Source: an optimization exercise on an open RTL-to-GDS flow (aim: small area). Production flows keep margins and buffers that such runs may drop.
In this exercise RTL edits were held to simulation tests only and were not proved equivalent to the original.
Power and IR drop assume default switching activity.

## flow/config.mk

```make
export PLATFORM = sky130hd
export DESIGN_NAME = fetch_top
export DESIGN_NICKNAME = fetch_top
export VERILOG_FILES = /design/flow/design.v
export SDC_FILE = /design/flow/constraint.sdc
export NUM_CORES = 4
export LEC_CHECK = 0
export CAP_MARGIN = 20
export CORE_MARGIN = 2
export CORE_UTILIZATION = 40
export SLEW_MARGIN = 20
```

## flow/run.sh

```bash
#!/bin/bash
# synth_recipe.tcl (not shown) runs the flow's synth.tcl, then flattens the netlist and writes it again
# the make line also repeats each setting of config.mk as NAME=value (left out here)
make -C /OpenROAD-flow-scripts/flow DESIGN_CONFIG=/design/flow/config.mk WORK_HOME=/design/flow/orfs CLKGATE_MAP_FILE= SYNTH_SCRIPT=/design/flow/synth_recipe.tcl finish
```

## flow/constraint.sdc

```tcl
create_clock -name core_clock -period 5.0 [get_ports {clk}]
set_input_delay 1.0000 -clock core_clock [delete_from_list [all_inputs] [get_ports {clk}]]
set_output_delay 1.0000 -clock core_clock [all_outputs]
set_load 0.01 [all_outputs]
```

## flow/design.v

```verilog
package mem_pkg;
    typedef logic [31:0] addr_t;
    typedef logic [63:0]                beat_t;
    typedef logic [32*8-1:0]   line_t;
    typedef logic [$clog2(4)-1:0] beat_cnt_t;
    typedef enum logic [1:0] {
        FETCH_IDLE,
        FETCH_REQUEST,      
        FETCH_COLLECT       
    } fetch_state_e;
endpackage
package fetch_pkg;
    typedef logic [31:0] inst_t;
    typedef logic [63:0] order_t;
    typedef logic [$clog2(8)-1:0] word_idx_t;
endpackage
`timescale 1ns/1ps
module fetch_top
(
    input   logic           clk,
    input   logic           rst,
    output  mem_pkg::addr_t          bmem_addr_o,
    output  logic           bmem_read_o,
    input   logic           bmem_ready_i,
    input   mem_pkg::addr_t          bmem_raddr_i,
    input   mem_pkg::beat_t          bmem_rdata_i,
    input   logic           bmem_rvalid_i,
    input   logic           redirect_i,
    input   mem_pkg::addr_t          redirect_pc_i,
    input   fetch_pkg::order_t         redirect_order_i,
    input   logic           inst_ren_i,
    output  logic           inst_valid_o,
    output  mem_pkg::addr_t          inst_pc_o,
    output  fetch_pkg::inst_t          inst_o,
    output  fetch_pkg::order_t         inst_order_o
);
    localparam logic [31:0] RST_PC = 32'hAAAAA000;
    logic [31:0]    hpc;         
    logic [63:0]    hord;        
    logic [3:0]     tpc;         
    logic           buf_valid;   
    logic [3:0]     hidx;
    logic           q_valid;
    logic           q_full;
    logic           advance;
    logic           do_deq;
    logic [31:5]    fline;       
    assign hidx    = hpc[5:2];
    assign q_valid = (tpc != hidx);
    assign q_full  = (tpc[2:0] == hidx[2:0]) && (tpc[3] != hidx[3]);
    assign advance = buf_valid && !q_full;
    assign do_deq  = inst_ren_i && q_valid;
    assign fline[31:6] = hpc[31:6] + {25'd0, hpc[5] & ~tpc[3]};
    assign fline[5]    = tpc[3];
    mem_pkg::fetch_state_e  state;
    logic [31:5]    addr_q;
    logic [1:0]     beat_cnt;
    logic           discard;
    logic           line_valid;
    logic           beat_match;
    logic           collect;
    logic           burst_done;
    assign bmem_read_o = (state == mem_pkg::FETCH_REQUEST);
    assign bmem_addr_o = {addr_q, 5'd0};
    assign collect    = (state == mem_pkg::FETCH_COLLECT);
    assign beat_match = bmem_rvalid_i && (bmem_raddr_i[31:5] == addr_q);
    assign burst_done = collect && beat_match && (beat_cnt == 2'd3);
    always_ff @(posedge clk) begin
        if (rst) begin
            state      <= mem_pkg::FETCH_IDLE;
            discard    <= 1'b0;
            line_valid <= 1'b0;
        end else begin
            line_valid <= 1'b0;
            unique case (state)
                mem_pkg::FETCH_IDLE: begin
                    if (!buf_valid && !line_valid && !redirect_i) begin
                        state <= mem_pkg::FETCH_REQUEST;
                    end
                end
                mem_pkg::FETCH_REQUEST: begin
                    if (bmem_ready_i) begin
                        state   <= mem_pkg::FETCH_COLLECT;
                        discard <= redirect_i;
                    end else if (redirect_i) begin
                        state <= mem_pkg::FETCH_IDLE;
                    end
                end
                mem_pkg::FETCH_COLLECT: begin
                    if (redirect_i) begin
                        discard <= 1'b1;
                    end
                    if (burst_done) begin
                        state      <= mem_pkg::FETCH_IDLE;
                        line_valid <= !discard && !redirect_i;
                    end
                end
                default: state <= mem_pkg::FETCH_IDLE;
            endcase
        end
    end
    always_ff @(posedge clk) begin
        if (bmem_read_o) begin
            beat_cnt <= 2'd0;
        end else if (collect && beat_match) begin
            beat_cnt <= beat_cnt + 2'd1;
        end
    end
    always_ff @(posedge clk) begin
        if (state == mem_pkg::FETCH_IDLE) begin
            addr_q <= fline;
        end
    end
    fetch_pkg::inst_t   store [16];
    always_ff @(posedge clk) begin
        if (collect && beat_match) begin
            store[{addr_q[5], beat_cnt, 1'b0}] <= bmem_rdata_i[31:0];
            store[{addr_q[5], beat_cnt, 1'b1}] <= bmem_rdata_i[63:32];
        end
    end
    assign inst_valid_o = q_valid;
    assign inst_pc_o    = hpc;
    assign inst_order_o = hord;
    assign inst_o       = store[hidx];
    always_ff @(posedge clk) begin
        if (rst) begin
            hpc  <= RST_PC;
            hord <= '0;
            tpc  <= RST_PC[5:2];
        end else if (redirect_i) begin
            hpc  <= redirect_pc_i;
            hord <= redirect_order_i;
            tpc  <= redirect_pc_i[5:2];
        end else begin
            if (do_deq) begin
                hpc  <= hpc + 32'd4;
                hord <= hord + 64'd1;
            end
            if (advance) begin
                tpc <= tpc + 4'd1;
            end
        end
    end
    always_ff @(posedge clk) begin
        if (rst || redirect_i) begin
            buf_valid <= 1'b0;
        end else if (line_valid) begin
            buf_valid <= 1'b1;
        end else if (advance && tpc[2:0] == 3'd7) begin
            buf_valid <= 1'b0;           
        end
    end
endmodule
```

==> results of run 1 <==
power by group:
part / leakage, nW / switching, mW / internal [mW]
Combinational: 3.85 / 0.577 / 0.718
Clock: 1.17 / 2.13 / 3.19
Sequential: 5.79 / 0.171 / 5.98
Total: 10.8 / 2.88 / 9.89
cell usage after synthesis, types with 6 or more instances:
master | number | area, um2
edfxtp_1 | 539 | 16200
mux4_2 | 160 | 3600
dfxtp_1 | 111 | 2220
nor2_1 | 96 | 360
nand2_1 | 73 | 274
xnor2_1 | 70 | 613
xor2_1 | 70 | 613
clkbuf_1 | 62 | 233
nand4_1 | 46 | 288
a211oi_1 | 43 | 323
nand3_1 | 38 | 190
nor3_1 | 29 | 145
a21oi_1 | 27 | 135
nor4_1 | 27 | 169
and3_1 | 17 | 106
mux2i_1 | 16 | 160
inv_1 | 15 | 56.3
o21ai_0 | 15 | 75.1
buf_1 | 13 | 48.8
buf_2 | 13 | 65.1
ha_1 | 11 | 138
and4_1 | 9 | 78.8
o21a_1 | 9 | 67.6
buf_4 | 6 | 45.0
nor3b_1 | 6 | 45.0
kinds of logic after synthesis:
family	synth area share
and+or+nand+nor	0.0743
xor gates and xnor gates	0.0463
AOI/OAI and AO/OA	0.0313
buffers and inverters	0.0168
DFF	0.686
muxes	0.140
other	0.000140
adders and majority gates	0.00513
cell type report:
| cell class | count | area, um2 | share of cell area |
|---|---|---|---|
| clock buffer | 89 | 1910 | 0.0562 |
| clock inverter | 40 | 483 | 0.0143 |
| inverter | 16 | 62.6 | 0.00185 |
| multi-input combinational | 828 | 8080 | 0.238 |
| sequential | 650 | 18400 | 0.544 |
| tap | 864 | 1080 | 0.0319 |
| timing repair buffer | 380 | 3850 | 0.114 |
cells in the final DEF (no fill, tap or decap), types with 5 or more instances in the layout:
cell and count:
xnor2_1 70, clkbuf_16 72, dfxtp_1 107, clkinv_1 12, nand2_1 73, ha_1 11, clkinv_2 12, nor3_1 27
a211oi_1 43, bufinv_16 9, clkdlybuf4s50_1 347, nor2_1 94, o21ai_1 5, clkbuf_1 13, mux2i_1 16, xor2_1 70
o21a_1 9, a21oi_1 27, nand4_1 46, nor4_1 27, mux4_2 160, and4_1 9, buf_4 20, edfxtp_1 539
o21ai_0 15, buf_12 11, nand3_1 38, conb_1 5, nor4_2 5, or3_1 5, and3_1 17, inv_1 15
layer usage:
layer / routed length [um] / global-route usage
met1: 27300 / 0.244
met2: 34200 / 0.336
met3: 4780 / 0.0569
met4: 1330 / 0.0486
met5: 113 / 0
critical path, delay by kind of cell (launching register included):
family	cells	cell delay (ns)
flops	1	0.37
buf+inv	2	0.88
mux	2	1.11
registers in the layout, summed over array words and instances (netlist names), named ones only:
name        flops
tpc             4
store         512
beat_cnt        2
buf_valid       1
state           2
hord           64
hpc            32
line_valid      1
addr_q         27
discard         1
stage by stage:
step | setup WS [ns] | utilization | std cells | TNS [ns] | power, mW
after global routing | 0.741 | 0.513 | 2867 | 0 | 13.2
after detailed placement | 0.827 | 0.476 | 2738 | 0 | 7.58
after floorplan | -0.299 | - | 1588 | -49.71 | 6.87
after CTS | 0.800 | 0.513 | 2867 | 0 | 12.9
after global placement | 0.829 | 0.476 | 2738 | 0 | 7.57
final | 0.891 | 0.513 | 2867 | 0 | 12.8
worst paths after layout:
check | startpoint | endpoint | slack, ns | cells after the start
hold / removal | discard | discard | 0.48 | 2
setup / recovery | flop | inst_o[20] | 0.89 | 4
hold reg to reg | discard | discard | 0.48 | 2
setup reg to reg | addr_q[5] | store[2][16] | 1.59 | 8
==> results.yml, run 1 <==
run_status:
  outcome: "timing/DRC/antenna clean"
synthesis:
  synth_edf_count: 539
  syn_inst: 1584
  syn-cell-area_um2: 26800
  syn_area_per_cell_um2: 16.9
  synth_seq_cells: 650
  yosysUniqueCellTypes: 63
  yosysSeqAreaShare: 0.686
  synth_ff_type: "edfxtp_1"
  ys.warnings.count: 1
  async_flop_share: 0
critical_path:
  critPathCaptureType: "primary output"
  crit_chain: "buf_12 > mux4_2 > mux4_2 > clkdlybuf4s50_1"
  timing_worst_setup_path_type: "reg -> out"
  slowest_stage: "mux4_2"
  cp_slowest_stage_delay_ns: 0.60
  cp.arrival_ns: 3.11
  cp_common_cell: "mux4_2"
  critPathLaunchType: "flop"
  crit_required_ns: 4.00
  cp_max_fo: 68
sta:
  slew_violations: 0
  rsz0062_at_grt: "false"
  skew_ns: 0.0197
  clock.fmax_mhz: 243
  slew_headroom: 0.324
  hold_viol_final: 0
  tightest_slew_ns: 1.01
  whs_ns: 0.483
  finalSetupViolCount: 0
  period_needed_ns: 4.11
  min_period_over_period: 0.822
clock_tree:
  htree_levels: 3
  cts_tree: "done"
  cts_inserted_buffers: 71
  post_cts_buffers: 0
  clkTransAtPathRegs_ns: 0.06
  cts_hold_buf: 0
  post_cts_resized: 0
  clockBufferDepth: 3
  cts_root_buffer: "clkbuf_16"
  clkSinkCount: 650
  clk_latency_ns: 0.61
cells_and_area:
  syn2layout_area_growth_pct: 26.2
  antenna_cells: 0
  fin_nets: 2156
  fin_area_um2: 33900
  drive_gt1_frac: 0.165
  n_fill_cell: 5440
placement:
  dp_hpwl_um: 43200
  postPlaceCellArea_um2: 31500
  port_buffers: 349
  place_congestion: 0.892
floorplanning:
  num_rows: 94
  fp.dieH_um: 263
  ios: 360
  core_region_area_um2: 66100
  dieArea_um2: 69200
  die_w_um: 263
  start_util: 0.406
global_routing:
  grt_max_degree: 98
  grt_pass1_wl_um: 103000
  track_usage: 0.196
  grt.overflow.total: 0
  antenna_found_initial: 9
  grt_pass1_vias: 16618
route:
  vias: 15501
  first_pass_iters: 5
  wl_per_cell_um: 23.6
  drc: 0
  wl_um: 67700
  final_antenna_net_count: 0
  viasPerCell: 5.41
  drt-initial-drc-count: 1017
pwr:
  ir_drop_mv: 0.271
  power.leakage_nw: 10.8
  power_density_nw_per_um2: 377
flow_run:
  maxCapViolCount: 0
hold_path:
  hold_class: "reg -> reg"
==> run 2: changes to the inputs <==
--- a/flow/config.mk
+++ b/flow/config.mk
@@ -7,5 +7,7 @@
 export LEC_CHECK = 0
-export CAP_MARGIN = 20
+export ABC_AREA = 1
+export CAP_MARGIN = 0
 export CORE_MARGIN = 2
 export CORE_UTILIZATION = 40
-export SLEW_MARGIN = 20
+export CTS_BUF_LIST = sky130_fd_sc_hd__clkbuf_4
+export SLEW_MARGIN = 0
==> results.yml, run 2 <==
run_status:
  outcome: "timing/DRC/antenna clean"
clock_tree:
  clk_latency_ns: 0.98
  cts_root_buffer: "clkbuf_4"
  cts_inserted_buffers: 170
  clkTransAtPathRegs_ns: 0.06
  clockBufferDepth: 3
  cts_tree: "done"
  post_cts_resized: 0
  cts_hold_buf: 0
  htree_levels: 4
  clkSinkCount: 650
  post_cts_buffers: 0
placement:
  port_buffers: 349
  dp_hpwl_um: 55300
  place_congestion: 0.899
flow_run:
  maxCapViolCount: 0
route:
  wl_per_cell_um: 19.8
  final_antenna_net_count: 0
  vias: 22307
  m1WireLength_um: 34900
  wl_met2_um: 40900
  drc: 0
  drt-initial-drc-count: 1504
  viasPerCell: 5.19
  first_pass_iters: 6
  wl_met3_um: 5760
  wl_um: 85200
  top_layer: "met5"
sta:
  min_period_over_period: 0.899
  period_needed_ns: 4.50
  finalSetupViolCount: 0
  clock.fmax_mhz: 222
  slew_violations: 0
  skew_ns: 0.0779
  rsz0062_at_grt: "false"
  hold_viol_final: 0
  final.setup.tns_ns: 0
  whs_ns: 0.386
  tightest_slew_ns: 1.07
  slew_headroom: 0.285
critical_path:
  cp.arrival_ns: 3.50
  critPathLaunchType: "flop"
  crit_required_ns: 4.00
  critPathCaptureType: "primary output"
  cp_max_fo: 58
  timing_worst_setup_path_type: "reg -> out"
synthesis:
  synth_top_area_share: 0.546
  yosysUniqueCellTypes: 54
  syn_inst: 2792
  muxShareOfSynthArea: 0.0432
  synth_ff_type: "edfxtp_1"
  async_flop_share: 0
  yosys.area_share.simple: 0.128
  ys.warnings.count: 1
  synth_edf_count: 539
  post-synth-top-count-cell: "edfxtp_1"
  synth_compound_area_frac: 0.115
  synthXorXnorAreaFrac: 0.0266
  yosysSeqAreaShare: 0.621
  synth_top_family_by_area: "simple AND/OR/NAND/NOR gates"
  synthTopCellsByArea: "edfxtp_1, dfxtp_1, nand2_1, mux2i_1, inv_1"
  synth_area_leader_cell: "edfxtp_1"
  yosys.area_share.adder: 0.00464
  synth_seq_cells: 650
  syn-cell-area_um2: 29700
  netlist_top_cells_count: "edfxtp_1, nand2_1, inv_1"
  syn_area_per_cell_um2: 10.6
cells_and_area:
  seq_area_um2: 18400
  drive_gt1_frac: 0.115
  finish.utilization: 0.497
  final_common_cell: "edfxtp_1"
  fin_nets: 3418
  n_fill_cell: 6686
  largest_reg_flops: 512
  syn2layout_area_growth_pct: 22.6
  multi_input_area_um2: 9500
  final_cell_mix: "edfxtp_1, nand2_1, clkdlybuf4s50_1"
global_routing:
  grt_pass1_vias: 22330
  grt_pass1_wl_um: 129000
  antenna_found_initial: 20
  track_usage: 0.220
  grt.overflow.total: 0
  grt_max_degree: 129
hold_path:
  hold_class: "in -> reg"
pwr:
  power_density_nw_per_um2: 343
  ir_drop_mv: 0.173
  power.leakage_nw: 12.9
floorplanning:
  core_region_area_um2: 73200
  die_w_um: 276
  fp.dieH_um: 276
  num_rows: 99
  start_util: 0.405
  ios: 360
  dieArea_um2: 76300
## run 2: cell types whose count changed in the layout (fill, tap and decap cells not counted), moves of 72 or more
| cell | before | now |
|---|---|---|
| a21oi_1 | 27 | 190 |
| clkbuf_16 | 72 | 0 |
| clkbuf_4 | 0 | 241 |
| inv_1 | 15 | 282 |
| mux2i_1 | 16 | 128 |
| mux4_2 | 160 | 0 |
| nand2_1 | 73 | 439 |
| nand3_1 | 38 | 124 |
| nor2_1 | 94 | 183 |
| o211ai_1 | 1 | 139 |
| o21ai_0 | 15 | 183 |
## run 2: worst max-delay path, cell delays in order (launching register included)
cell and delay [ns]:
dfxtp_4 0.36, inv_4 0.51, buf_4 0.56, o21ai_0 0.19, o211ai_1 0.24, nand2_1 0.11
clkdlybuf4s50_1 0.49
## run 2: report_power, final
part | switching, mW | leakage [nW] | total (mW) | internal, mW
sequential | 0.216 | 5.79 | 6.20 | 5.99
clock | 2.15 | 1.25 | 4.48 | 2.33
combinational | 1.00 | 5.88 | 1.78 | 0.784
total | 3.37 | 12.9 | 12.5 | 9.10
## run 2: area by class of cell
type,instances,area share
antenna,12,0.000826
inverter,309,0.0320
sequential,650,0.507
multi-input combinational,1695,0.261
timing repair buffer,383,0.108
clock buffer,241,0.0498
clock inverter,50,0.00839
tap,959,0.0330
## run 2: final timing paths
kind / start / endpoint / slack [ns] / depth (start not counted)
worst min register to register: discard / line_valid / 0.43 / 1
worst min-delay path: rst / hord[10] / 0.39 / 2
worst max-delay path: flop / inst_o[31] / 0.50 / 6
worst max register to register: state[0] / store[13][23] / 1.93 / 9
## run 2: kinds of logic (layout without fill, tap and decap cells)
logic type,Yosys count,in the layout
AND/OR/NAND/NOR,870,870
flip-flops,650,650
buffers and inverters,451,983
multiplexers,128,128
other,1,17
AO/OA/AOI/OAI,591,591
XOR/XNOR,90,90
adder cells (fa/ha/maj),11,11
## run 2: routing by layer
metal  GRT usage  up-vias
met3      0.0580      204
met5           0        -
met2       0.360      740
met4       0.110       20
met1       0.268    10630
li1            -    10713
## run 2: metrics by stage
step / cells / setup slack (ns) / instance area (um2) / power, mW
final: 4299 / 0.504 / 36400 / 12.5
after global routing: 4298 / 0.280 / 36400 / 13.1
after CTS: 4287 / 0.345 / 36300 / 12.6
after detailed placement: 3996 / 0.935 / 34200 / 8.10
after global placement: 3996 / 0.958 / 34200 / 8.08
after floorplan: 2796 / -0.000750 / 29700 / 7.19
==> run 3: changes to the inputs <==
--- a/flow/design.v
+++ b/flow/design.v
@@ -65,3 +65,3 @@
     assign collect    = (state == mem_pkg::FETCH_COLLECT);
-    assign beat_match = bmem_rvalid_i && (bmem_raddr_i[31:5] == addr_q);
+    assign beat_match = bmem_rvalid_i && (bmem_raddr_i == {addr_q, 5'd0});
     assign burst_done = collect && beat_match && (beat_cnt == 2'd3);
--- a/flow/config.mk
+++ b/flow/config.mk
@@ -7,7 +7,5 @@
 export LEC_CHECK = 0
-export ABC_AREA = 1
-export CAP_MARGIN = 0
+export CAP_MARGIN = 20
 export CORE_MARGIN = 2
 export CORE_UTILIZATION = 40
-export CTS_BUF_LIST = sky130_fd_sc_hd__clkbuf_4
-export SLEW_MARGIN = 0
+export SLEW_MARGIN = 20
==> results.yml, run 3 <==
run_status:
  outcome: "timing/DRC/antenna clean"
critical_path:
  crit_required_ns: 4.00
  timing_worst_setup_path_type: "reg -> out"
  cp_common_cell: "mux4_2"
  cp_max_fo: 27
  cp_num_buf_inv: 2
  critPathCaptureType: "primary output"
  crit_chain: "buf_4 > mux4_2 > mux4_2 > clkdlybuf4s50_1"
  cp.arrival_ns: 3.39
  critPathLaunchType: "flop"
  slowest_stage: "dfxtp_4"
  cp_slowest_stage_delay_ns: 0.74
  critPathTopFamily: "multiplexers"
route:
  first_pass_iters: 5
  drc: 0
  viasPerCell: 5.36
  wl_um: 66000
  vias: 15389
  drt-initial-drc-count: 1101
  wl_per_cell_um: 23.0
  final_antenna_net_count: 0
placement:
  postPlaceCellArea_um2: 31400
  dp_hpwl_um: 42100
  port_buffers: 354
  place_ws_ns: 1.13
  place_congestion: 0.851
global_routing:
  grt_pass1_wl_um: 101000
  antenna_found_initial: 11
  grt_max_degree: 88
  grt_pass1_vias: 16229
  track_usage: 0.194
  grt.overflow.total: 0
synthesis:
  synth_edf_count: 539
  yosysSeqAreaShare: 0.691
  async_flop_share: 0
  synth_top_area_share: 0.608
  yosysUniqueCellTypes: 47
  post-synth-top-count-cell: "edfxtp_1"
  syn_inst: 1570
  synth_seq_cells: 650
  ys.warnings.count: 1
  synth_ff_type: "edfxtp_1"
  synth_area_leader_cell: "edfxtp_1"
  synthTopCellsByArea: "edfxtp_1, mux4_2, dfxtp_1, xnor2_1, xor2_1"
  netlist_top_cells_count: "edfxtp_1, mux4_2, dfxtp_1"
  syn_area_per_cell_um2: 17.0
  syn-cell-area_um2: 26600
clock_tree:
  post_cts_buffers: 0
  post_cts_resized: 0
  clkTransAtPathRegs_ns: 0.06
  cts_inserted_buffers: 72
  cts_tree: "done"
  clk_latency_ns: 0.61
  clockBufferDepth: 3
  cts_root_buffer: "clkbuf_16"
  clkSinkCount: 650
  cts_hold_buf: 0
  htree_levels: 3
cells_and_area:
  n_fill_cell: 5405
  seq_area_um2: 18400
  drive_gt1_frac: 0.159
  fin_area_um2: 33800
  final_common_cell: "edfxtp_1"
  fin_nets: 2153
  largest_reg_flops: 512
  final_cell_mix: "edfxtp_1, clkdlybuf4s50_1, mux4_2"
  syn2layout_area_growth_pct: 26.9
  multi_input_area_um2: 7940
sta:
  finalSetupViolCount: 0
  slew_violations: 0
  hold_viol_final: 0
  clock.fmax_mhz: 228
  min_period_over_period: 0.877
  slew_headroom: 0.337
  skew_ns: 0.0246
  period_needed_ns: 4.39
  tightest_slew_ns: 0.994
  rsz0062_at_grt: "false"
  setup_slack_ns: 0.614
pwr:
  power_density_nw_per_um2: 386
  ir_drop_mv: 0.220
  swShare: 0.233
  p_switching_mw: 3.05
  power.leakage_nw: 10.8
  comb_power_share: 0.111
  pwr-share-seq: 0.479
  internal-power_mw: 10.0
  clockPowerShare: 0.410
floorplanning:
  fp.dieH_um: 262
  num_rows: 94
  ios: 360
  start_util: 0.404
  dieArea_um2: 68700
  core_region_area_um2: 65900
  die_w_um: 262
hold_path:
  hold_class: "reg -> reg"
flow_run:
  maxCapViolCount: 0
[run 3: changes by cell type after synthesis, sizes merged, moves of 109 or more]
cell / before / now
nand2: 450 / 66
inv: 307 / 14
o21ai: 212 / 21
a21oi: 190 / 28
mux4: 0 / 160
o211ai: 139 / 2
nor2: 206 / 97
[run 3: cell type report]
type	instances	share of cell area
Antenna cell	6	0.000444
Clock buffer	82	0.0550
Clock inverter	51	0.0167
Inverter	14	0.00163
Multi-Input combinational cell	820	0.235
Sequential cell	650	0.545
Tap cell	864	0.0320
Timing Repair Buffer	386	0.115
[run 3: per-layer routing]
layer,vias to the layer above,part of all wire,GRT usage
li1,6999,-,-
met1,7840,0.40,0.249
met2,456,0.51,0.329
met3,84,0.066,0.0493
met4,10,0.019,0.0534
met5,-,0.00089,0
[run 3: worst reg2reg max path, cell delays in order (launching register included)]
cell	delay (ns)
edfxtp_1	0.70
xnor2_1	0.18
nand4_1	0.11
nor4_1	0.32
nand4_1	0.19
buf_4	0.26
nor2_1	0.13
and3b_4	0.41
buf_12	0.31
[run 3: stage by stage]
| stage | total power, mW | hold WS, ns | util | instances | setup TNS, ns |
|---|---|---|---|---|---|
| final | 13.1 | 0.450 | 0.513 | 2873 | 0 |
| after global routing | 13.5 | 0.487 | 0.513 | 2871 | 0 |
| after floorplan | 7.02 | 0.399 | - | 1574 | -357.50 |
| after detailed placement | 7.85 | 0.440 | 0.476 | 2734 | 0 |
| after global placement | 7.83 | 0.421 | 0.476 | 2734 | 0 |
| after CTS | 13.2 | 0.453 | 0.513 | 2867 | 0 |
[run 3: cell families (layout without fill, tap and decap cells)]
family	after synthesis	in the layout	synth area share
compound gates	113	113	0.0284
simple gates	368	368	0.0698
xor+xnor	140	140	0.0460
other cells	1	11	0.000141
buf+inv	104	533	0.0156
fa+ha+maj	11	11	0.00517
flops	650	650	0.691
mux	183	183	0.144
[run 3: path summary, 6_finish.rpt]
check | from | end | slack [ns] | cells after the start
setup / recovery | flop | inst_o[12] | 0.61 | 4
hold / removal | discard | line_valid | 0.45 | 1
hold reg to reg | discard | line_valid | 0.45 | 1
setup reg to reg | addr_q[5] | store[10][23] | 1.97 | 8
[run 3: power groups by stage]
stage | Clock (mW) | Combinational (mW) | Sequential (mW)
after floorplan | 0 | 0.686 | 6.33
after global placement | 0 | 1.45 | 6.38
after detailed placement | 0 | 1.47 | 6.38
after CTS | 5.48 | 1.48 | 6.27
after global routing | 5.68 | 1.56 | 6.29
final | 5.35 | 1.45 | 6.26
==> run 4: changes to the inputs <==
--- a/flow/design.v
+++ b/flow/design.v
@@ -123,3 +123,12 @@
     assign inst_order_o = hord;
-    assign inst_o       = store[hidx];
+    logic [15:0]    hsel;
+    always_comb begin
+        for (int i = 0; i < 16; i++) begin
+            hsel[i] = (hidx == 4'(i));
+        end
+        inst_o = '0;
+        for (int i = 0; i < 16; i++) begin
+            inst_o = inst_o | (store[i] & {32{hsel[i]}});
+        end
+    end
     always_ff @(posedge clk) begin
==> flow/flow/run.sh (new file) <==
#!/bin/bash
# The standard layout (standard.sh), with two changes:
#  - the port buffers use the smallest buffer cell instead of the one
#    buffer_ports picks by itself (every port still gets its buffer);
#  - clock tree synthesis uses smaller clock buffers in smaller clusters and
#    no dummy loads.
set -e
export BUFFER_PORTS_ARGS="-buffer_cell sky130_fd_sc_hd__buf_1"
export CTS_ARGS="-sink_clustering_enable -repair_clock_nets -dont_use_dummy_load -buf_list sky130_fd_sc_hd__clkbuf_8 -sink_clustering_size 15 -sink_clustering_max_diameter 50"
bash standard.sh > standard.log 2>&1
==> flow/standard.sh (new file) <==
#!/bin/bash
# synth_recipe.tcl (not shown) runs the flow's synth.tcl, then flattens the netlist and writes it again
# the make line also repeats each setting of config.mk as NAME=value (left out here)
make -C /OpenROAD-flow-scripts/flow DESIGN_CONFIG=/design/flow/config.mk WORK_HOME=/design/flow/orfs CLKGATE_MAP_FILE= SYNTH_SCRIPT=/design/flow/synth_recipe.tcl "${@:-finish}"
--- a/flow/config.mk
+++ b/flow/config.mk
@@ -9,3 +9,4 @@
 export CORE_MARGIN = 2
-export CORE_UTILIZATION = 40
+export CORE_UTILIZATION = 65
+export PLACE_DENSITY = 0.75
 export SLEW_MARGIN = 20
removed: flow/run.sh
==> results.yml, run 4 <==
run_status:
  outcome: "timing/DRC/antenna clean"
placement:
  dp_hpwl_um: 46100
  port_buffers: 354
  dp_cells: 2668
  postPlaceCellArea_um2: 28400
  place_congestion: 0.930
route:
  wl_um: 73300
  final_antenna_net_count: 0
  wl_per_cell_um: 26.9
  drt-initial-drc-count: 2169
  first_pass_iters: 6
  vias: 18224
  drc: 0
  viasPerCell: 6.69
synthesis:
  synthTopCellsByArea: "edfxtp_1, dfxtp_1, a22oi_1, xnor2_1, nand4_1"
  synth_edf_count: 539
  syn_area_per_cell_um2: 14.2
  syn-cell-area_um2: 26100
  netlist_top_cells_count: "edfxtp_1, nand2_1, dfxtp_1"
  post-synth-top-count-cell: "edfxtp_1"
  synth_seq_cells: 646
  yosysSeqAreaShare: 0.702
  syn_inst: 1844
  synth_top_area_share: 0.620
  synth_ff_type: "edfxtp_1"
  async_flop_share: 0
  yosysUniqueCellTypes: 66
  ys.warnings.count: 1
  synth_area_leader_cell: "edfxtp_1"
sta:
  slew_headroom: 0.363
  skew_ns: 0.0432
  rsz0062_at_grt: "false"
  final.setup.tns_ns: 0
  clock.fmax_mhz: 215
  hold_viol_final: 0
  slew_violations: 0
  finalSetupViolCount: 0
  min_period_over_period: 0.931
  tightest_slew_ns: 0.951
  period_needed_ns: 4.66
cells_and_area:
  largest_reg_flops: 512
  finish.utilization: 0.734
  final_cell_mix: "edfxtp_1, buf_1, nand2_1"
  syn2layout_area_growth_pct: 11.5
  drive_gt1_frac: 0.0683
  fin_nets: 2411
  final_common_cell: "edfxtp_1"
  n_fill_cell: 2630
  layout.cells.non_filler: 2726
  fin_area_um2: 29100
critical_path:
  timing_worst_setup_path_type: "reg -> out"
  crit_required_ns: 4.00
  cp-endpoint: "inst_o[21]"
  cp_max_fo: 13
  cp_slowest_stage_delay_ns: 0.57
  reg2reg_from: "hpc[4]"
  crit_chain: "inv_1 > ha_1 > and3_1 > buf_4 > a22o_1 > a221oi_1 > o2111ai_1 > buf_1"
  critPathCaptureType: "primary output"
  crit_start: "hpc[2]"
  rr_worst_depth: 7
  cp.depth: 8
  critPathLaunchType: "flop"
  cp.arrival_ns: 3.66
  critPathTopFamily: "compound AO/OA/AOI/OAI gates"
  rr_endpoint: "hpc[29]"
  cp_num_buf_inv: 3
  reg2reg_setup_slack_ns: 1.40
  slowest_stage: "and3_1"
pwr:
  ir_drop_mv: 0.325
  p_total_mw: 9.89
  power.leakage_nw: 9.12
  power_density_nw_per_um2: 340
floorplanning:
  start_util: 0.658
  die_w_um: 204
  fp.dieH_um: 204
  core_region_area_um2: 39600
  ios: 360
  num_rows: 73
  dieArea_um2: 41800
global_routing:
  grt_pass1_wl_um: 108000
  antenna_found_initial: 6
  grt_max_degree: 76
  grt.overflow.total: 0
  track_usage: 0.350
  grt_pass1_vias: 17666
clock_tree:
  cts_tree: "done"
  post_cts_resized: 0
  clkSinkCount: 646
  htree_levels: 2
  clkTransAtPathRegs_ns: 0.09
  clk_latency_ns: 0.68
  post_cts_buffers: 0
  cts_inserted_buffers: 54
  cts_hold_buf: 0
  cts_root_buffer: "clkbuf_8"
  clockBufferDepth: 3
flow_run:
  maxCapViolCount: 0
hold_path:
  hold_class: "reg -> reg"
==> run 4: cell count changes after synthesis, moves of 26 or more <==
cell | before | now
mux4_2 | 160 | 4
a22oi_1 | 0 | 91
a22o_1 | 0 | 56
nand2_1 | 66 | 120
a221oi_1 | 0 | 42
nand4_1 | 45 | 83
clkbuf_1 | 63 | 100
a222oi_1 | 0 | 26
==> run 4: worst min path at each step <==
stage	from	end	slack [ns]	cells past startpoint
after floorplan	discard	line_valid	0.40	1
after CTS	discard	line_valid	0.41	1
final	discard	line_valid	0.42	1
after global routing	discard	line_valid	0.45	1
after detailed placement	discard	line_valid	0.44	1
after global placement	discard	line_valid	0.42	1
==> run 4: power breakdown <==
group	internal (mW)	switching (mW)	total, mW	leakage [nW]
clock	0.961	1.60	2.56	0.388
sequential	5.99	0.167	6.16	5.76
combinational	0.410	0.763	1.17	2.97
==> run 4: per-stage QoR <==
step | hold slack, ns | setup slack [ns]
5_1_grt | 0.452 | 0.213
2_1_floorplan | 0.399 | -1.11
4_1_cts | 0.414 | 0.411
3_3_place_gp | 0.423 | 1.23
3_5_place_dp | 0.440 | 1.16
6_report | 0.421 | 0.344
==> run 4: cell families (layout without fill, tap and decap cells) <==
kind of cell / Yosys count / count (layout) / share of synthesized area
AOI/OAI and AO/OA: 356 / 356 / 0.106
muxes: 46 / 46 / 0.0200
other: 1 / 9 / 0.000144
DFF: 646 / 646 / 0.702
xor gates and xnor gates: 130 / 130 / 0.0436
and+or+nand+nor: 511 / 511 / 0.100
buffers and inverters: 140 / 489 / 0.0211
adders and majority gates: 14 / 14 / 0.00671
==> run 4: final cells by class <==
type | count | area (um2) | area share
diodes | 4 | 10.0 | 0.000344
clock buffers | 54 | 743 | 0.0255
inverters | 21 | 81.3 | 0.00279
multi-input cells | 1062 | 7360 | 0.253
flip-flops and latches | 646 | 18300 | 0.630
well taps | 525 | 657 | 0.0226
repair buffers | 414 | 1930 | 0.0664
==> run 4: metal layers <==
| layer | vias to the layer above | global-route usage | share of wire |
|---|---|---|---|
| met1 | 8948 | 0.465 | 0.37 |
| met2 | 1174 | 0.570 | 0.48 |
| li1 | 7915 | - | - |
| met3 | 183 | 0.0708 | 0.11 |
| met5 | - | 0 | 0.00031 |
| met4 | 4 | 0.144 | 0.040 |
==> run 5: changes to the inputs <==
==> flow/flow/run.sh (replaced) <==
#!/bin/bash
# The standard layout (standard.sh), with three changes:
#  - synthesis maps the logic with an area-oriented ABC script
#    (flow/abc_area.script) in place of ORFS's abc_speed.script; the rest of
#    the synthesis script is ORFS's own, unchanged, so the registers are
#    the standard synthesis's;
#  - the port buffers use the smallest buffer cell instead of the one
#    buffer_ports picks by itself (every port still gets its buffer);
#  - clock tree synthesis uses smaller clock buffers in smaller clusters and
#    no dummy loads.
set -euo pipefail
W="$PWD"
rm -rf "$W/scripts_abc"
cp -r "$FLOW_HOME/scripts" "$W/scripts_abc"
cp "$W/flow/abc_area.script" "$W/scripts_abc/abc_speed.script"
export BUFFER_PORTS_ARGS="-buffer_cell sky130_fd_sc_hd__buf_1"
export CTS_ARGS="-sink_clustering_enable -repair_clock_nets -dont_use_dummy_load -buf_list sky130_fd_sc_hd__clkbuf_8 -sink_clustering_size 15 -sink_clustering_max_diameter 50"
bash standard.sh SCRIPTS_DIR="$W/scripts_abc" synth > synth.log 2>&1
bash standard.sh > standard.log 2>&1
==> flow/flow/abc_area.script (new file) <==
&get -n
&st
&syn2
&dch
&nf -R 1000
&st
&syn2
&dch
&nf -R 1000
&st
&syn2
&dch
&nf -R 1000
&st
&dch
&nf -R 1000
&put
==> results.yml, run 5 <==
cells_and_area:
  fin_nets: 2314
  final_common_cell: "edfxtp_1"
  seq_area_um2: 18300
  finish.utilization: 0.742
  final_cell_mix: "edfxtp_1, buf_1, nand2_1"
  layout.cells.non_filler: 2613
  syn2layout_area_growth_pct: 12.8
  n_fill_cell: 2513
  multi_input_area_um2: 6280
  drive_gt1_frac: 0.0510
  largest_reg_flops: 512
pwr:
  power.leakage_nw: 8.69
  comb_power_share: 0.093
  pwr-share-seq: 0.642
  swShare: 0.239
  ir_drop_mv: 0.311
  clockPowerShare: 0.265
  p_switching_mw: 2.27
  power_density_nw_per_um2: 342
  p_total_mw: 9.50
  internal-power_mw: 7.22
synthesis:
  post-synth-top-count-cell: "edfxtp_1"
  synth_ff_type: "edfxtp_1"
  synth_edf_count: 539
  syn_area_per_cell_um2: 14.9
  yosysUniqueCellTypes: 51
  synthTopCellsByArea: "edfxtp_1, dfxtp_1, a222oi_1, nand2_1, a21oi_1"
  netlist_top_cells_count: "edfxtp_1, nand2_1, dfxtp_1"
  synth_area_leader_cell: "edfxtp_1"
  yosysSeqAreaShare: 0.744
  syn-cell-area_um2: 24600
  syn_inst: 1655
  synth_top_area_share: 0.657
  async_flop_share: 0
  ys.warnings.count: 1
  synth_seq_cells: 646
flow_run:
  maxCapViolCount: 0
route:
  wl_um: 66300
  wl_per_cell_um: 25.4
  drc: 0
  final_antenna_net_count: 0
  vias: 17335
  viasPerCell: 6.63
  drt-initial-drc-count: 2098
  first_pass_iters: 6
clock_tree:
  cts_root_buffer: "clkbuf_8"
  clk_latency_ns: 0.67
  clockBufferDepth: 3
  clkTransAtPathRegs_ns: 0.08
  clkSinkCount: 646
  cts_tree: "done"
  cts_hold_buf: 0
  cts_inserted_buffers: 54
  post_cts_resized: 0
  post_cts_buffers: 0
  htree_levels: 2
global_routing:
  grt.overflow.total: 0
  grt_pass1_wl_um: 97200
  busiest_layer: "met2"
  grt_pass1_vias: 16465
  met1_usage: 0.464
  met2_usage: 0.521
  grt_max_degree: 65
  use_met3: 0.0643
  track_usage: 0.332
  antenna_found_initial: 3
sta:
  slew_violations: 0
  period_needed_ns: 4.54
  clock.fmax_mhz: 220
  hold_viol_final: 0
  whs_ns: 0.437
  min_period_over_period: 0.909
  slew_headroom: 0.191
  skew_ns: 0.0638
  tightest_slew_ns: 1.21
  rsz0062_at_grt: "false"
  final.setup.tns_ns: 0
  finalSetupViolCount: 0
hold_path:
  hold_class: "reg -> reg"
floorplanning:
  num_rows: 71
  fp.dieH_um: 199
  die_w_um: 199
  ios: 360
  dieArea_um2: 39500
  start_util: 0.658
  core_region_area_um2: 37500
critical_path:
  cp.arrival_ns: 3.54
  timing_worst_setup_path_type: "reg -> out"
  critPathTopFamily: "simple AND/OR/NAND/NOR gates"
  critPathLaunchType: "flop"
  slowest_stage: "and2_1"
  cp_slowest_stage_delay_ns: 0.83
  cp_max_fo: 18
  crit_chain: "nor2b_1 > and2_1 > buf_4 > a22o_1 > a221oi_1 > and3_1 > nand4_1 > buf_1"
  critPathCaptureType: "primary output"
  crit_required_ns: 4.00
  cp_num_buf_inv: 2
run_status:
  outcome: "timing/DRC/antenna clean"
placement:
  port_buffers: 354
  dp_hpwl_um: 40300
  place_congestion: 0.958
  dp_cells: 2557
==> run 5: final timing paths <==
kind,end,cells past startpoint,slack [ns],start
setup reg to reg,hord[54],12,1.39,hord[17]
hold / removal,line_valid,1,0.44,discard
setup / recovery,inst_o[21],8,0.46,hpc[4]
hold reg to reg,line_valid,1,0.44,discard
==> run 5: power by group through the flow <==
stage	clock (mW)	combinational, mW	sequential [mW]
2_1_floorplan	0	0.411	6.23
6_report	2.52	0.885	6.09
5_1_grt	2.72	0.966	6.11
3_3_place_gp	0	0.863	6.20
3_5_place_dp	0	0.878	6.21
4_1_cts	2.54	0.881	6.09
==> run 5: metal layers <==
metal | vias up | share of wire
li1 | 7668 | -
met1 | 8490 | 0.39
met2 | 1027 | 0.47
met3 | 146 | 0.11
met4 | 4 | 0.034
met5 | - | 0.00045
==> run 5: cells by family (layout without fill, tap and decap cells) <==
| logic type | Yosys count | count (layout) | share of synthesized area |
|---|---|---|---|
| AOI/OAI and AO/OA | 458 | 458 | 0.137 |
| xor gates and xnor gates | 35 | 35 | 0.0124 |
| adders and majority gates | 14 | 14 | 0.00711 |
| buffers and inverters | 34 | 475 | 0.00594 |
| DFF | 646 | 646 | 0.744 |
| muxes | 2 | 2 | 0.000812 |
| other | 1 | 7 | 0.000152 |
| and+or+nand+nor | 465 | 465 | 0.0932 |
==> run 5: metrics by stage <==
stage          instance area, um2  setup WS [ns]
2_1_floorplan               24700         -0.968
3_5_place_dp                27100          0.890
3_3_place_gp                27100          0.964
5_1_grt                     27800          0.329
6_report                    27800          0.457
4_1_cts                     27800          0.448
==> run 5: cell type report <==
| cell class | instances | share of cell area |
|---|---|---|
| Antenna cell | 2 | 0.000180 |
| Clock buffer | 54 | 0.0267 |
| Inverter | 29 | 0.00391 |
| Multi-Input combinational cell | 979 | 0.226 |
| Sequential cell | 646 | 0.659 |
| Tap cell | 511 | 0.0230 |
| Timing Repair Buffer | 392 | 0.0612 |
==> run 5: worst register-to-register path, delay by kind of cell, from the launching register on <==
family	cells	cell delay, ns
DFF	1	0.43
and+or+nand+nor	9	2.78
AOI/OAI and AO/OA	3	0.34
==> run 6: changes to the inputs <==
--- a/flow/design.v
+++ b/flow/design.v
@@ -114,6 +114,16 @@
     fetch_pkg::inst_t   store [16];
+    logic [1:0]     keep;        
+    logic [7:0]     wen;         
+    always_comb begin
+        for (int h = 0; h < 2; h++) begin
+            keep[h] = !(bmem_read_o && bmem_ready_i && addr_q[5] == 1'(h));
+        end
+        for (int g = 0; g < 8; g++) begin
+            wen[g] = collect && beat_match && ({addr_q[5], beat_cnt} == 3'(g));
+        end
+    end
     always_ff @(posedge clk) begin
-        if (collect && beat_match) begin
-            store[{addr_q[5], beat_cnt, 1'b0}] <= bmem_rdata_i[31:0];
-            store[{addr_q[5], beat_cnt, 1'b1}] <= bmem_rdata_i[63:32];
+        for (int w = 0; w < 16; w++) begin
+            store[w] <= (store[w] & {32{keep[w/8]}}) |
+                        ((w % 2 == 0 ? bmem_rdata_i[31:0] : bmem_rdata_i[63:32]) & {32{wen[w/2]}});
         end
==> results.yml, run 6 <==
sta:
  final.setup.tns_ns: 0
  rsz0062_at_grt: "false"
  min_period_over_period: 0.920
  skew_ns: 0.0772
  clock.fmax_mhz: 217
  hold_viol_final: 0
  finalSetupViolCount: 0
  slew_headroom: 0.226
  period_needed_ns: 4.60
  tightest_slew_ns: 1.16
  slew_violations: 0
  setup_slack_ns: 0.401
global_routing:
  grt.overflow.total: 0
  grt_pass1_vias: 21750
  track_usage: 0.405
  busiest_layer: "met2"
  met1_usage: 0.525
  use_met3: 0.0874
  met2_usage: 0.648
  antenna_found_initial: 8
  grt_pass1_wl_um: 123000
  grt_max_degree: 257
clock_tree:
  cts_inserted_buffers: 53
  post_cts_buffers: 0
  clkTransAtPathRegs_ns: 0.08
  htree_levels: 2
  clockBufferDepth: 3
  post_cts_resized: 0
  cts_root_buffer: "clkbuf_8"
  cts_tree: "done"
  clkSinkCount: 646
  clk_latency_ns: 0.68
  cts_hold_buf: 0
run_status:
  outcome: "timing/DRC/antenna clean"
synthesis:
  post-synth-top-count-cell: "dfxtp_1"
  synthTopCellsByArea: "dfxtp_1, a22o_1, a222oi_1, edfxtp_1, nand2_1"
  synth_seq_cells: 646
  yosysUniqueCellTypes: 48
  synth_edf_count: 27
  yosys.area_share.simple: 0.108
  syn_area_per_cell_um2: 11.0
  async_flop_share: 0
  synthXorXnorAreaFrac: 0.0123
  netlist_top_cells_count: "dfxtp_1, a22o_1, nand2_1"
  yosys.area_share.adder: 0.00879
  syn-cell-area_um2: 24200
  synth_compound_area_frac: 0.319
  muxShareOfSynthArea: 0
  synth_top_area_share: 0.512
  yosysSeqAreaShare: 0.546
  synth_ff_type: "dfxtp_1"
  ys.warnings.count: 2
  synth_area_leader_cell: "dfxtp_1"
  synth_top_family_by_area: "compound AO/OA/AOI/OAI gates"
  syn_inst: 2203
hold_path:
  hold_class: "reg -> reg"
  holdPathStages: 1
route:
  drc: 0
  wl_um: 81400
  final_antenna_net_count: 0
  viasPerCell: 7.22
  drt-initial-drc-count: 2914
  first_pass_iters: 7
  wl_per_cell_um: 26.1
  vias: 22536
critical_path:
  rr_worst_depth: 13
  critPathLaunchType: "flop"
  cp_slowest_stage_delay_ns: 0.72
  critPathTopFamily: "simple AND/OR/NAND/NOR gates"
  cp.depth: 8
  cp.arrival_ns: 3.60
  crit_chain: "clkinv_1 > nor2_1 > and2_2 > buf_4 > a222oi_1 > and3_1 > nand4_1 > buf_1"
  cp_num_buf_inv: 3
  crit_required_ns: 4.00
  cp_max_fo: 20
  slowest_stage: "and2_2"
  critPathCaptureType: "primary output"
  timing_worst_setup_path_type: "reg -> out"
cells_and_area:
  fin_nets: 2860
  syn2layout_area_growth_pct: 12.8
  largest_reg_flops: 512
  final_cell_mix: "dfxtp_1, a22o_1, buf_1"
  drive_gt1_frac: 0.0439
  final_common_cell: "dfxtp_1"
placement:
  dp_hpwl_um: 49900
  place_ws_ns: 0.833
  port_buffers: 354
  place_congestion: 0.988
floorplanning:
  die_w_um: 197
  start_util: 0.661
  ios: 360
  core_region_area_um2: 36600
  num_rows: 70
  dieArea_um2: 38800
  fp.dieH_um: 197
pwr:
  power.leakage_nw: 9.87
  power_density_nw_per_um2: 329
  ir_drop_mv: 0.204
flow_run:
  maxCapViolCount: 0
## run 6: path summary, 6_finish.rpt
check	start	to	slack (ns)
min reg2reg	discard	line_valid	0.46
max	hpc[4]	inst_o[17]	0.40
min	discard	line_valid	0.46
max reg2reg	hord[16]	hord[59]	1.23
## run 6: cell type report
cell class | count | area, um2
repair buffers | 388 | 1690
diodes | 10 | 25.0
clock buffers | 53 | 729
fillers | 2714 | 9330
multi-input cells | 1532 | 11000
inverters | 24 | 90.1
flip-flops and latches | 646 | 13200
well taps | 468 | 586
## run 6: where the power goes
group,switching (mW),internal (mW)
sequential,0.164,5.32
clock,1.63,0.945
combinational,0.684,0.233
## run 6: stage by stage
stage,area (um2),utilization,cells,hold slack (ns),power (mW)
CTS,27200,0.744,3110,0.465,8.94
global route,27300,0.745,3116,0.481,9.23
floorplan,24200,-,2207,0.398,5.98
global placement,26500,0.724,3057,0.407,6.46
finish,27300,0.745,3121,0.462,8.97
detailed placement,26500,0.724,3057,0.432,6.48
## run 6: worst register-to-register path, stage by stage (launching register included)
cell and delay, ns:
dfxtp_1 0.43, and3_1 0.29, nand3_1 0.19, nor3_1 0.55
nand2_1 0.22, nor2_1 0.14, nand3_1 0.24, nor2_1 0.27
nand3_1 0.17, nor2_1 0.47, and2_0 0.29, a31oi_1 0.11
a211oi_1 0.22, a21o_1 0.13
## run 6: layer usage
layer  vias to the layer above  part of all wire
met2                      1567              0.46
met4                         0             0.041
li1                       9822                 -
met5                         -                 0
met3                       244              0.12
met1                     10903              0.38
## run 6: logic make-up (layout without fill, tap and decap cells)
family          after synthesis  count (layout)
buf+inv                      29             465
flops                       646             646
compound gates              952             952
other cells                   1              15
fa+ha+maj                    17              17
simple gates                524             524
xor+xnor                     34              34
==> run 7: changes to the inputs <==
--- a/flow/design.v
+++ b/flow/design.v
@@ -143,2 +143,20 @@
     end
+    logic [29:0]    hpc_inc;
+    logic [63:0]    hord_inc;
+    logic [30:0]    pc_c;
+    logic [64:0]    ord_c;
+    always_comb begin
+        pc_c[0] = do_deq;
+        for (int i = 0; i < 30; i++) begin
+            if (i % 8 == 7) pc_c[i+1] = pc_c[i-7] & (&hpc[i+2 -: 8]);
+            else            pc_c[i+1] = pc_c[i] & hpc[i+2];
+            hpc_inc[i] = hpc[i+2] ^ pc_c[i];
+        end
+        ord_c[0] = do_deq;
+        for (int i = 0; i < 64; i++) begin
+            if (i % 8 == 7) ord_c[i+1] = ord_c[i-7] & (&hord[i -: 8]);
+            else            ord_c[i+1] = ord_c[i] & hord[i];
+            hord_inc[i] = hord[i] ^ ord_c[i];
+        end
+    end
     always_ff @(posedge clk) begin
@@ -153,6 +171,4 @@
         end else begin
-            if (do_deq) begin
-                hpc  <= hpc + 32'd4;
-                hord <= hord + 64'd1;
-            end
+            hpc[31:2] <= hpc_inc;
+            hord      <= hord_inc;
             if (advance) begin
==> results.yml, run 7 <==
floorplanning:
  fp.dieH_um: 196
  die_w_um: 196
  dieArea_um2: 38600
  core_region_area_um2: 36500
  num_rows: 70
  ios: 360
  start_util: 0.659
synthesis:
  synth_top_area_share: 0.515
  synth_ff_type: "dfxtp_1"
  yosysSeqAreaShare: 0.549
  synthTopCellsByArea: "dfxtp_1, a22o_1, ha_1, edfxtp_1, a22oi_1"
  syn_inst: 2014
  yosysUniqueCellTypes: 45
  netlist_top_cells_count: "dfxtp_1, a22o_1, ha_1"
  syn_area_per_cell_um2: 11.9
  synth_seq_cells: 646
  async_flop_share: 0
  syn-cell-area_um2: 24100
  post-synth-top-count-cell: "dfxtp_1"
  ys.warnings.count: 2
  synth_area_leader_cell: "dfxtp_1"
  synth_edf_count: 27
critical_path:
  crit_required_ns: 5.52
  cp.arrival_ns: 5.03
  reg2reg_setup_slack_ns: 0.49
  reg2reg_from: "hpc[4]"
  timing_worst_setup_path_type: "reg -> reg"
  rr_endpoint: "hord[63]"
  crit_start: "hpc[4]"
  critPathCaptureType: "flop"
  rr_worst_depth: 21
  critPathLaunchType: "flop"
  cp_max_fo: 10
placement:
  dp_hpwl_um: 44900
  dp_cells: 2885
  port_buffers: 354
  place_congestion: 1.01
  postPlaceCellArea_um2: 26600
global_routing:
  track_usage: 0.380
  antenna_found_initial: 9
  grt_max_degree: 101
  grt_pass1_wl_um: 115000
  grt.overflow.total: 0
  grt_pass1_vias: 20345
sta:
  slew_violations: 0
  clock.fmax_mhz: 222
  period_needed_ns: 4.51
  finalSetupViolCount: 0
  rsz0062_at_grt: "false"
  whs_ns: 0.458
  final.setup.tns_ns: 0
  tightest_slew_ns: 1.26
  skew_ns: 0.0638
  min_period_over_period: 0.902
  slew_headroom: 0.157
  hold_viol_final: 0
route:
  viasPerCell: 7.09
  vias: 20859
  first_pass_iters: 7
  final_antenna_net_count: 0
  drc: 0
  wl_per_cell_um: 25.4
  drt-initial-drc-count: 2526
  wl_um: 74800
clock_tree:
  post_cts_resized: 0
  clockBufferDepth: 3
  cts_inserted_buffers: 53
  htree_levels: 2
  cts_tree: "done"
  post_cts_buffers: 0
  clkTransAtPathRegs_ns: 0.10
  cts_root_buffer: "clkbuf_8"
  clkSinkCount: 646
  cts_hold_buf: 0
  clk_latency_ns: 0.67
pwr:
  comb_power_share: 0.129
  p_switching_mw: 2.64
  power.leakage_nw: 10.4
  swShare: 0.285
  internal-power_mw: 6.62
  power_density_nw_per_um2: 339
  ir_drop_mv: 0.267
  clockPowerShare: 0.275
  pwr-share-seq: 0.596
hold_path:
  hold_class: "reg -> reg"
  min-delay-start: "discard"
  holdPathStages: 1
  min_to: "line_valid"
cells_and_area:
  syn2layout_area_growth_pct: 13.8
  fin_area_um2: 27400
  final_cell_mix: "dfxtp_1, a22o_1, buf_1"
  drive_gt1_frac: 0.0530
  fin_nets: 2765
  largest_reg_flops: 512
  final_common_cell: "dfxtp_1"
  layout.cells.non_filler: 2941
flow_run:
  maxCapViolCount: 0
run_status:
  outcome: "timing/DRC/antenna clean"
run 7: cell types whose count changed after synthesis, sizes merged, moves of 24 or more:
cell / change
ha: +78
a22oi: +59
a22o: +43
a21oi: -47
a31oi: -24
nor2: -41
o21ai: -56
nand2: -103
run 7: area by class of cell:
type | instances | area, um2
antenna | 3 | 7.51
clock buffer | 53 | 729
fill | 2597 | 9150
inverter | 39 | 146
multi-input combinational | 1328 | 10800
sequential | 646 | 13200
tap | 468 | 586
timing repair buffer | 404 | 1850
run 7: power groups by stage:
stage                     logic (mW)  clock network (mW)  registers, mW
after floorplan                0.544                   0           5.66
after global placement          1.15                   0           5.63
after detailed placement        1.17                   0           5.64
after CTS                       1.17                2.57           5.52
after global routing            1.28                2.76           5.54
final                           1.20                2.55           5.52
run 7: kinds of logic after synthesis:
| logic type | after synthesis | share of synthesized area |
|---|---|---|
| XOR/XNOR | 35 | 0.0127 |
| buffers and inverters | 44 | 0.00765 |
| adder cells (fa/ha/maj) | 95 | 0.0494 |
| AND/OR/NAND/NOR | 319 | 0.0722 |
| other | 1 | 0.000156 |
| flip-flops | 646 | 0.549 |
| AO/OA/AOI/OAI | 874 | 0.309 |
run 7: routing by layer:
layer	vias up	global-route usage	wire (um)
met1	10273	0.505	29500
met4	10	0.176	2850
li1	9195	-	-
met5	-	0	56
met3	209	0.0741	7660
met2	1172	0.603	34700
run 7: how the worst max path moves through the flow:
stage / to / slack (ns) / cells past startpoint
after CTS: hord[63] / 0.50 / 21
final: hord[63] / 0.49 / 21
after floorplan: store[0][0] / 0.45 / 2
after global routing: hord[63] / 0.08 / 21
after global placement: hord[63] / 0.46 / 19
after detailed placement: hord[63] / 0.35 / 19
run 7: stage by stage:
step                      power [mW]  utilization  worst slack, ns
after floorplan                 6.20            -            0.448
after detailed placement        6.81        0.729            0.346
after global placement          6.78        0.729            0.456
after CTS                       9.27        0.749            0.504
after global routing            9.58        0.749           0.0754
final                           9.27        0.749            0.491
run 7: worst max-delay path, cell delays in order, from the launching register on:
cell      delay [ns]
dfxtp_1         0.56
xor2_1          0.22
nor3_1          0.06
nand2_1         0.09
nand2_1         0.11
or3_1           0.42
or3_1           0.43
nor3_1          0.30
and4_1          0.27
nand2_1         0.09
nor3_1          0.33
and2_0          0.18
ha_1            0.14
ha_1            0.15
ha_1            0.16
ha_1            0.15
ha_1            0.14
ha_1            0.14
ha_1            0.16
clkinv_1        0.06
a21oi_1         0.13
a221oi_1        0.09

[port drivers added, routing unchanged]
The flow's constraints put no driver on any port. The routed layouts listed below were extracted and timed again, unchanged, in two steps.
Step 1: set_driving_cell puts a clkbuf_16 on clk and a buf_2 on each other input, an assumption about the parent block.
Step 2, shift: input delay + t, output delay - t, t = (earliest + latest rising clock arrival at the registers) / 2. This alone moves slack from input paths to output paths.
Slacks: ideal ports / drivers / drivers and shift; pairs: ideal ports / drivers.
run	shift t [ns]	setup WS [ns]	worst setup path after step 2	worst slew at a driven data input, ns
run 1	0.659	0.891 / 0.833 / 0.907	input to register	0.14
run 2	1.003	0.504 / 0.445 / 0.908	input to register	0.14
run 3	0.663	0.614 / 0.551 / 1.191	input to register	0.11
run 4	0.710	0.344 / 0.287 / 0.997	register to output	0.11
run 5	0.691	0.457 / 0.402 / 0.873	input to register	0.10
run 6	0.698	0.401 / 0.346 / 0.813	input to register	0.15
run 7	0.697	0.491 / 0.491 / 0.326	input to register	0.10
After both steps setup and hold are still met in every run listed. For run 7, which loses most, drivers alone change the setup slack by 0.000 ns; drivers and shift together by -0.165 ns.
